From an optimization exercise on the open Yosys and OpenROAD flow, aimed at small area, a short achievable clock period and few clock cycles per item; shortcuts taken in it are not production practice. Function was checked by simulation only, so behaviour that the tests miss may differ from the original. Power figures rest on the tool's default switching activity, not on a simulated workload.

==> exp/fjord: inputs <==
## mains_rms_and_frequency_monitor
module mains_rms_and_frequency_monitor #(
    parameter int WINDOW_BITS = 10
) (
    input  logic                aclk,
    input  logic                aresetn,
    input  logic                s_valid,
    output logic                s_ready,
    input  logic [SAMPLE_W-1:0] s_sample_mv,
    input  logic                s_sample_valid,
    output logic                m_valid,
    input  logic                m_ready,
    output logic [THR_W-1:0]    m_rms_volts_q8,
    output logic                m_blackout,
    output logic                m_surge,
    output logic [FREQ_W-1:0]   m_frequency_centihz,
    input  logic                psel,
    input  logic                penable,
    input  logic                pwrite,
    input  logic [APB_AW-1:0]   paddr,
    input  logic [APB_DW-1:0]   pwdata,
    output logic [APB_DW-1:0]   prdata,
    output logic                pready
);
export LEC_CHECK = 0
export CAP_MARGIN = 20
export CORE_MARGIN = 2
export CORE_UTILIZATION = 40
export SLEW_MARGIN = 20
create_clock -name core_clock -period 10.0 [get_ports {aclk}]
standard.sh (not shown) runs the stock make flow with config.mk's settings and CLKGATE_MAP_FILE= SYNTH_SCRIPT=/design/flow/synth_recipe.tcl, a recipe that flattens the netlist after the stock synthesis.
==> flow/flow/run.sh <==
#!/bin/bash
# Standard layout; repair_timing aims for a tighter setup margin and the
# ports get buf_4 buffers. Tool output goes to standard.log.
set -euo pipefail
export SETUP_SLACK_MARGIN=5.5
export BUFFER_PORTS_ARGS="-buffer_cell sky130_fd_sc_hd__buf_4"
bash standard.sh > standard.log 2>&1
==> inputs of exp/yarrow, as changes to exp/fjord <==
--- a/flow/design.v
+++ b/flow/design.v
@@ -317,18 +317,24 @@
     logic [WLEN_W-1:0] n_eff;
     assign n_eff = (win_len_reg == '0) ? WLEN_W'(1) : win_len_reg;
     logic                a_vld;
     logic [SAMPLE_W-1:0] a_v;
     logic                a_pos;
     logic                a_stall;
-    assign s_ready = !(a_vld && a_stall);
+    logic                s_ready_q;
+    logic                stall_next;
+    logic                a_vld_n;
+    assign a_vld_n = s_ready ? (s_valid && s_sample_valid) : (a_vld && !proc);
+    assign s_ready = s_ready_q;
     always_ff @(posedge aclk) begin
         if (!aresetn) begin
-            a_vld <= 1'b0;
-        end else if (s_ready) begin
-            a_vld <= s_valid && s_sample_valid;
+            a_vld     <= 1'b0;
+            s_ready_q <= 1'b1;
+        end else begin
+            a_vld     <= a_vld_n;
+            s_ready_q <= !(a_vld_n && stall_next);
         end
     end
     always_ff @(posedge aclk) begin
         if (s_ready) begin
             a_v   <= s_sample_mv;
             a_pos <= s_sample_mv > offset_reg;
@@ -354,41 +360,59 @@
     assign a_stall = (hit && f_busy) || (close && e_busy);
     assign proc    = a_vld && !a_stall;
     assign c_inc    = (c_reg == '1) ? c_reg : c_reg + 1'b1;
     assign kk_inc   = kk_reg + 1'b1;
     assign kk_diff  = {1'b0, kk_reg} - {1'b0, n_eff};
     assign minp_max = (min_per_reg == '1);
+    logic [WLEN_W-1:0] kk_n;
+    logic              k_last_n;
+    logic              k_over_n;
+    logic [CNT_W-1:0]  c_n;
+    logic              c_gt_n;
+    logic              np_n;
+    always_comb begin
+        kk_n     = kk_reg;
+        k_last_n = !kk_diff[WLEN_W];
+        k_over_n = !kk_diff[WLEN_W] && (kk_diff != '0);
+        c_n      = c_reg;
+        c_gt_n   = !minp_max && (c_reg >= min_per_reg);
+        np_n     = np_reg;
+        if (proc) begin
+            np_n = !a_pos;
+            if (close) begin
+                kk_n     = WLEN_W'(1);
+                k_last_n = (n_eff == WLEN_W'(1));
+            end else begin
+                kk_n     = kk_inc;
+                k_last_n = (kk_inc == n_eff);
+            end
+            k_over_n = 1'b0;
+            if (hit) begin
+                c_n    = '0;
+                c_gt_n = (min_per_reg == '0);
+            end else begin
+                c_n    = c_inc;
+                c_gt_n = c_gt || (!minp_max && (c_inc == min_per_reg));
+            end
+        end
+    end
     always_ff @(posedge aclk) begin
         if (!aresetn) begin
             kk_reg  <= WLEN_W'(1);
             k_last  <= 1'b0;
             k_over  <= 1'b0;
             c_reg   <= '0;
             c_gt    <= 1'b0;
             np_reg  <= 1'b1;
-        end else if (proc) begin
-            np_reg <= !a_pos;
-            if (close) begin
-                kk_reg <= WLEN_W'(1);
-                k_last <= (n_eff == WLEN_W'(1));
-            end else begin
-                kk_reg <= kk_inc;
-                k_last <= (kk_inc == n_eff);
-            end
-            k_over <= 1'b0;
-            if (hit) begin
-                c_reg <= '0;
-                c_gt  <= (min_per_reg == '0);
-            end else begin
-                c_reg <= c_inc;
-                c_gt  <= c_gt || (!minp_max && (c_inc == min_per_reg));
-            end
         end else begin
-            k_last <= !kk_diff[WLEN_W];
-            k_over <= !kk_diff[WLEN_W] && (kk_diff != '0);
-            c_gt   <= !minp_max && (c_reg >= min_per_reg);
+            kk_reg  <= kk_n;
+            k_last  <= k_last_n;
+            k_over  <= k_over_n;
+            c_reg   <= c_n;
+            c_gt    <= c_gt_n;
+            np_reg  <= np_n;
         end
     end
     localparam int SW = 34;    
     localparam int LW = 24;    
     logic [SAMPLE_W:0]   b_dev;
     logic [SAMPLE_W-1:0] b_mag;
@@ -406,25 +430,30 @@
     logic                rst_d;     
     logic [SW-1:0]       sum_reg;
     logic [LW-1:0]       cs_s;
     logic [LW-1:0]       cs_c;
     logic [LW:0]         lo_sum;
     logic [SW-1:0]       ssum;
+    logic                s_cy;      
+    logic [SW-LW-1:0]    s_hi;      
+    logic [SW-1:0]       sum_full;
     assign b_dev = {1'b0, a_v} - {1'b0, offset_reg};
     always_ff @(posedge aclk) begin
         if (!aresetn) begin
             b_close <= 1'b0;
             c_close <= 1'b0;
             e_ld    <= 1'b0;
             sum_reg <= '0;
+            s_cy    <= 1'b0;
             rst_d   <= 1'b1;
         end else begin
             b_close <= proc && close;
             c_close <= b_close;
             e_ld    <= c_close;
             sum_reg <= rst_d ? '0 : ssum;
+            s_cy    <= rst_d ? 1'b0 : lo_sum[LW];
             rst_d   <= 1'b0;
         end
     end
     always_ff @(posedge aclk) begin
         b_mag  <= (b_dev[SAMPLE_W] ? SAMPLE_W'(-b_dev) : b_dev[SAMPLE_W-1:0])
                 & {SAMPLE_W{proc && aresetn}};
@@ -436,17 +465,19 @@
     end
     mrfm_square_rows u_sq (
         .x  (b_mag),
         .r0 (sq_r0),
         .r1 (sq_r1)
     );
-    assign acc_in = e_ld ? '0 : sum_reg;
+    assign acc_in = e_ld ? '0 : sum_reg;    
     assign cs_s   = acc_in[LW-1:0] ^ c_r0 ^ c_r1;
     assign cs_c   = (acc_in[LW-1:0] & c_r0) | (acc_in[LW-1:0] & c_r1) | (c_r0 & c_r1);
     assign lo_sum = {1'b0, cs_s} + {cs_c, 1'b0};
-    assign ssum   = {acc_in[SW-1:LW] + (SW-LW)'(lo_sum[LW]), lo_sum[LW-1:0]};
+    assign s_hi     = sum_reg[SW-1:LW] + (SW-LW)'(s_cy);
+    assign sum_full = {s_hi, sum_reg[LW-1:0]};
+    assign ssum     = {e_ld ? (SW-LW)'(0) : s_hi, lo_sum[LW-1:0]};
     logic [FREQ_W-1:0] f_sh;        
     logic [CNT_W-1:0]  f_rem;
     logic [CNT_W-1:0]  f_den;
     logic [4:0]        f_cnt;
     logic [CNT_W:0]    f_rs;
     logic [CNT_W+1:0]  f_diff;
@@ -578,17 +609,17 @@
         end
     end
     always_ff @(posedge aclk) begin
         if (e_wait && e_ld) begin
             if (e_over) begin
                 d_rem <= '0;
-                d_sh  <= sum_reg;
+                d_sh  <= sum_full;
                 e_cnt <= 6'd0;
             end else begin
-                d_rem <= sum_reg[SW-1:SW-WLEN_W];
-                d_sh  <= {sum_reg[SW-WLEN_W-1:0], WLEN_W'(0)};
+                d_rem <= sum_full[SW-1:SW-WLEN_W];
+                d_sh  <= {sum_full[SW-WLEN_W-1:0], WLEN_W'(0)};
                 e_cnt <= 6'd10;
             end
             e_sq  <= 1'b0;
             s_rem <= '0;
             root  <= '0;
         end
@@ -620,12 +651,17 @@
         if (e_out && e_cnt == 6'd25 && sat) begin
             s_rem[GAIN_W-1:11] <= '0;
             s_rem[10:0]        <= '1;
             root[RW-1:16]      <= '1;
         end
     end
+    logic f_busy_n;
+    logic e_busy_n;
+    assign f_busy_n   = (proc && hit) || (f_busy && (f_cnt != 5'd23));
+    assign e_busy_n   = (proc && close) || (e_busy_q && !(out_valid && m_ready));
+    assign stall_next = (np_n && c_gt_n && f_busy_n) || (k_last_n && e_busy_n);
     assign m_valid             = out_valid;
     assign m_rms_volts_q8      = rms;
     assign m_blackout          = out_bo;
     assign m_surge             = out_su;
     assign m_frequency_centihz = out_freq;
 endmodule
==> flow/flow/run.sh (replaced) <==
#!/bin/bash
# Standard layout; repair_timing aims for a tighter setup margin and the
# ports get buf_4 buffers. Tool output goes to standard.log.
set -euo pipefail
export SETUP_SLACK_MARGIN=7.5
export BUFFER_PORTS_ARGS="-buffer_cell sky130_fd_sc_hd__buf_4"
bash standard.sh > standard.log 2>&1
==> inputs of exp/xenon, as changes to exp/fjord <==
--- a/flow/design.v
+++ b/flow/design.v
@@ -317,18 +317,24 @@
     logic [WLEN_W-1:0] n_eff;
     assign n_eff = (win_len_reg == '0) ? WLEN_W'(1) : win_len_reg;
     logic                a_vld;
     logic [SAMPLE_W-1:0] a_v;
     logic                a_pos;
     logic                a_stall;
-    assign s_ready = !(a_vld && a_stall);
+    logic                s_ready_q;
+    logic                stall_next;
+    logic                a_vld_n;
+    assign a_vld_n = s_ready ? (s_valid && s_sample_valid) : (a_vld && !proc);
+    assign s_ready = s_ready_q;
     always_ff @(posedge aclk) begin
         if (!aresetn) begin
-            a_vld <= 1'b0;
-        end else if (s_ready) begin
-            a_vld <= s_valid && s_sample_valid;
+            a_vld     <= 1'b0;
+            s_ready_q <= 1'b1;
+        end else begin
+            a_vld     <= a_vld_n;
+            s_ready_q <= !(a_vld_n && stall_next);
         end
     end
     always_ff @(posedge aclk) begin
         if (s_ready) begin
             a_v   <= s_sample_mv;
             a_pos <= s_sample_mv > offset_reg;
@@ -354,41 +360,59 @@
     assign a_stall = (hit && f_busy) || (close && e_busy);
     assign proc    = a_vld && !a_stall;
     assign c_inc    = (c_reg == '1) ? c_reg : c_reg + 1'b1;
     assign kk_inc   = kk_reg + 1'b1;
     assign kk_diff  = {1'b0, kk_reg} - {1'b0, n_eff};
     assign minp_max = (min_per_reg == '1);
+    logic [WLEN_W-1:0] kk_n;
+    logic              k_last_n;
+    logic              k_over_n;
+    logic [CNT_W-1:0]  c_n;
+    logic              c_gt_n;
+    logic              np_n;
+    always_comb begin
+        kk_n     = kk_reg;
+        k_last_n = !kk_diff[WLEN_W];
+        k_over_n = !kk_diff[WLEN_W] && (kk_diff != '0);
+        c_n      = c_reg;
+        c_gt_n   = !minp_max && (c_reg >= min_per_reg);
+        np_n     = np_reg;
+        if (proc) begin
+            np_n = !a_pos;
+            if (close) begin
+                kk_n     = WLEN_W'(1);
+                k_last_n = (n_eff == WLEN_W'(1));
+            end else begin
+                kk_n     = kk_inc;
+                k_last_n = (kk_inc == n_eff);
+            end
+            k_over_n = 1'b0;
+            if (hit) begin
+                c_n    = '0;
+                c_gt_n = (min_per_reg == '0);
+            end else begin
+                c_n    = c_inc;
+                c_gt_n = c_gt || (!minp_max && (c_inc == min_per_reg));
+            end
+        end
+    end
     always_ff @(posedge aclk) begin
         if (!aresetn) begin
             kk_reg  <= WLEN_W'(1);
             k_last  <= 1'b0;
             k_over  <= 1'b0;
             c_reg   <= '0;
             c_gt    <= 1'b0;
             np_reg  <= 1'b1;
-        end else if (proc) begin
-            np_reg <= !a_pos;
-            if (close) begin
-                kk_reg <= WLEN_W'(1);
-                k_last <= (n_eff == WLEN_W'(1));
-            end else begin
-                kk_reg <= kk_inc;
-                k_last <= (kk_inc == n_eff);
-            end
-            k_over <= 1'b0;
-            if (hit) begin
-                c_reg <= '0;
-                c_gt  <= (min_per_reg == '0);
-            end else begin
-                c_reg <= c_inc;
-                c_gt  <= c_gt || (!minp_max && (c_inc == min_per_reg));
-            end
         end else begin
-            k_last <= !kk_diff[WLEN_W];
-            k_over <= !kk_diff[WLEN_W] && (kk_diff != '0);
-            c_gt   <= !minp_max && (c_reg >= min_per_reg);
+            kk_reg  <= kk_n;
+            k_last  <= k_last_n;
+            k_over  <= k_over_n;
+            c_reg   <= c_n;
+            c_gt    <= c_gt_n;
+            np_reg  <= np_n;
         end
     end
     localparam int SW = 34;    
     localparam int LW = 24;    
     logic [SAMPLE_W:0]   b_dev;
     logic [SAMPLE_W-1:0] b_mag;
@@ -406,25 +430,30 @@
     logic                rst_d;     
     logic [SW-1:0]       sum_reg;
     logic [LW-1:0]       cs_s;
     logic [LW-1:0]       cs_c;
     logic [LW:0]         lo_sum;
     logic [SW-1:0]       ssum;
+    logic                s_cy;      
+    logic [SW-LW-1:0]    s_hi;      
+    logic [SW-1:0]       sum_full;
     assign b_dev = {1'b0, a_v} - {1'b0, offset_reg};
     always_ff @(posedge aclk) begin
         if (!aresetn) begin
             b_close <= 1'b0;
             c_close <= 1'b0;
             e_ld    <= 1'b0;
             sum_reg <= '0;
+            s_cy    <= 1'b0;
             rst_d   <= 1'b1;
         end else begin
             b_close <= proc && close;
             c_close <= b_close;
             e_ld    <= c_close;
             sum_reg <= rst_d ? '0 : ssum;
+            s_cy    <= rst_d ? 1'b0 : lo_sum[LW];
             rst_d   <= 1'b0;
         end
     end
     always_ff @(posedge aclk) begin
         b_mag  <= (b_dev[SAMPLE_W] ? SAMPLE_W'(-b_dev) : b_dev[SAMPLE_W-1:0])
                 & {SAMPLE_W{proc && aresetn}};
@@ -436,17 +465,19 @@
     end
     mrfm_square_rows u_sq (
         .x  (b_mag),
         .r0 (sq_r0),
         .r1 (sq_r1)
     );
-    assign acc_in = e_ld ? '0 : sum_reg;
+    assign acc_in = e_ld ? '0 : sum_reg;    
     assign cs_s   = acc_in[LW-1:0] ^ c_r0 ^ c_r1;
     assign cs_c   = (acc_in[LW-1:0] & c_r0) | (acc_in[LW-1:0] & c_r1) | (c_r0 & c_r1);
     assign lo_sum = {1'b0, cs_s} + {cs_c, 1'b0};
-    assign ssum   = {acc_in[SW-1:LW] + (SW-LW)'(lo_sum[LW]), lo_sum[LW-1:0]};
+    assign s_hi     = sum_reg[SW-1:LW] + (SW-LW)'(s_cy);
+    assign sum_full = {s_hi, sum_reg[LW-1:0]};
+    assign ssum     = {e_ld ? (SW-LW)'(0) : s_hi, lo_sum[LW-1:0]};
     logic [FREQ_W-1:0] f_sh;        
     logic [CNT_W-1:0]  f_rem;
     logic [CNT_W-1:0]  f_den;
     logic [4:0]        f_cnt;
     logic [CNT_W:0]    f_rs;
     logic [CNT_W+1:0]  f_diff;
@@ -578,17 +609,17 @@
         end
     end
     always_ff @(posedge aclk) begin
         if (e_wait && e_ld) begin
             if (e_over) begin
                 d_rem <= '0;
-                d_sh  <= sum_reg;
+                d_sh  <= sum_full;
                 e_cnt <= 6'd0;
             end else begin
-                d_rem <= sum_reg[SW-1:SW-WLEN_W];
-                d_sh  <= {sum_reg[SW-WLEN_W-1:0], WLEN_W'(0)};
+                d_rem <= sum_full[SW-1:SW-WLEN_W];
+                d_sh  <= {sum_full[SW-WLEN_W-1:0], WLEN_W'(0)};
                 e_cnt <= 6'd10;
             end
             e_sq  <= 1'b0;
             s_rem <= '0;
             root  <= '0;
         end
@@ -620,12 +651,17 @@
         if (e_out && e_cnt == 6'd25 && sat) begin
             s_rem[GAIN_W-1:11] <= '0;
             s_rem[10:0]        <= '1;
             root[RW-1:16]      <= '1;
         end
     end
+    logic f_busy_n;
+    logic e_busy_n;
+    assign f_busy_n   = (proc && hit) || (f_busy && (f_cnt != 5'd23));
+    assign e_busy_n   = (proc && close) || (e_busy_q && !(out_valid && m_ready));
+    assign stall_next = (np_n && c_gt_n && f_busy_n) || (k_last_n && e_busy_n);
     assign m_valid             = out_valid;
     assign m_rms_volts_q8      = rms;
     assign m_blackout          = out_bo;
     assign m_surge             = out_su;
     assign m_frequency_centihz = out_freq;
 endmodule
==> flow/flow/run.sh (replaced) <==
#!/bin/bash
# Standard layout; repair_timing aims for a tighter setup margin and the
# ports get buf_4 buffers. Tool output goes to standard.log.
set -euo pipefail
export SETUP_SLACK_MARGIN=7.0
export BUFFER_PORTS_ARGS="-buffer_cell sky130_fd_sc_hd__buf_4"
bash standard.sh > standard.log 2>&1
==> notes.md <==
quantity                                                                    exp/xenon               exp/yarrow                exp/fjord
Result of the run                                             complete, no violations  complete, no violations  complete, no violations
Leakage                                                                       14.4 nW                  15.8 nW                  13.5 nW
Met1 track utilization from global routing                                      0.285                    0.295                    0.298
Metal3 WL                                                                     4670 um                  5570 um                  4850 um
Arrival time at the worst endpoint                                            3910 ps                  3860 ps                  2270 ps
Proportion of power drawn by combinational gates                                0.060                    0.073                    0.085
Vias per inst                                                                    5.44                     5.53                     5.40
Mux contribution to synthesized area                                           0.0428                   0.0428                   0.0433
Post-route setup slack                                                        6580 ps                  6630 ps                  5730 ps
Transition at the pin with the smallest max-transition slack                  1070 ps                  1080 ps                  1030 ps
Post-synthesis xor/xnor area fraction                                          0.0505                   0.0505                   0.0482
Switching power                                                              0.990 mW                  1.03 mW                  1.10 mW
Critical Path Fanout Max                                                            5                        5                       21
Complex-gate fraction of the synthesized area                                   0.171                    0.171                    0.174
Total sequential power                                                        1.93 mW                  1.93 mW                  1.97 mW
Met2 GRT Util                                                                   0.378                    0.389                    0.325
Testbench counts of exp/fjord, summed over its fixed seeds: cycles 20,420, items 19,252.
Testbench counts of exp/yarrow, summed over its fixed seeds: cycles 20,420, items 19,252.
Testbench counts of exp/xenon, summed over its fixed seeds: cycles 20,420, items 19,252.

-- afterwards: timing with drivers on the ports --
How much do the figures lean on ideal ports? The routed layouts below were timed once more, with nothing changed but the port constraints. Step 1, drivers: a clkbuf_16 drives aclk and a buf_2 each remaining input, both assumed. Step 2 also shifts input and output timing later by t, the mid clock arrival at the registers, as if the neighbouring blocks saw the same clock. a / b / c = no drivers / after step 1 / after step 2; a / b = the first two.
| run | shift t [ns] | setup WS [ns] | worst hold slack (ns) | clock arrival spread, ns | slew at the worst register clock pin (ns) |
|---|---|---|---|---|---|
| exp/fjord | 0.667 | 5.730 / 5.664 / 5.223 | 0.327 / 0.327 / 0.327 | 0.034 / 0.035 | 0.07 / 0.07 |
| exp/yarrow | 0.669 | 6.627 / 6.627 / 6.479 | 0.326 / 0.326 / 0.326 | 0.028 / 0.028 | 0.06 / 0.06 |
| exp/xenon | 0.673 | 6.575 / 6.575 / 6.406 | 0.327 / 0.327 / 0.327 | 0.031 / 0.031 | 0.07 / 0.07 |
After both steps every run listed still meets setup and hold. For exp/fjord, which loses most, drivers alone change the setup slack by -0.066 ns; drivers and shift together by -0.507 ns.
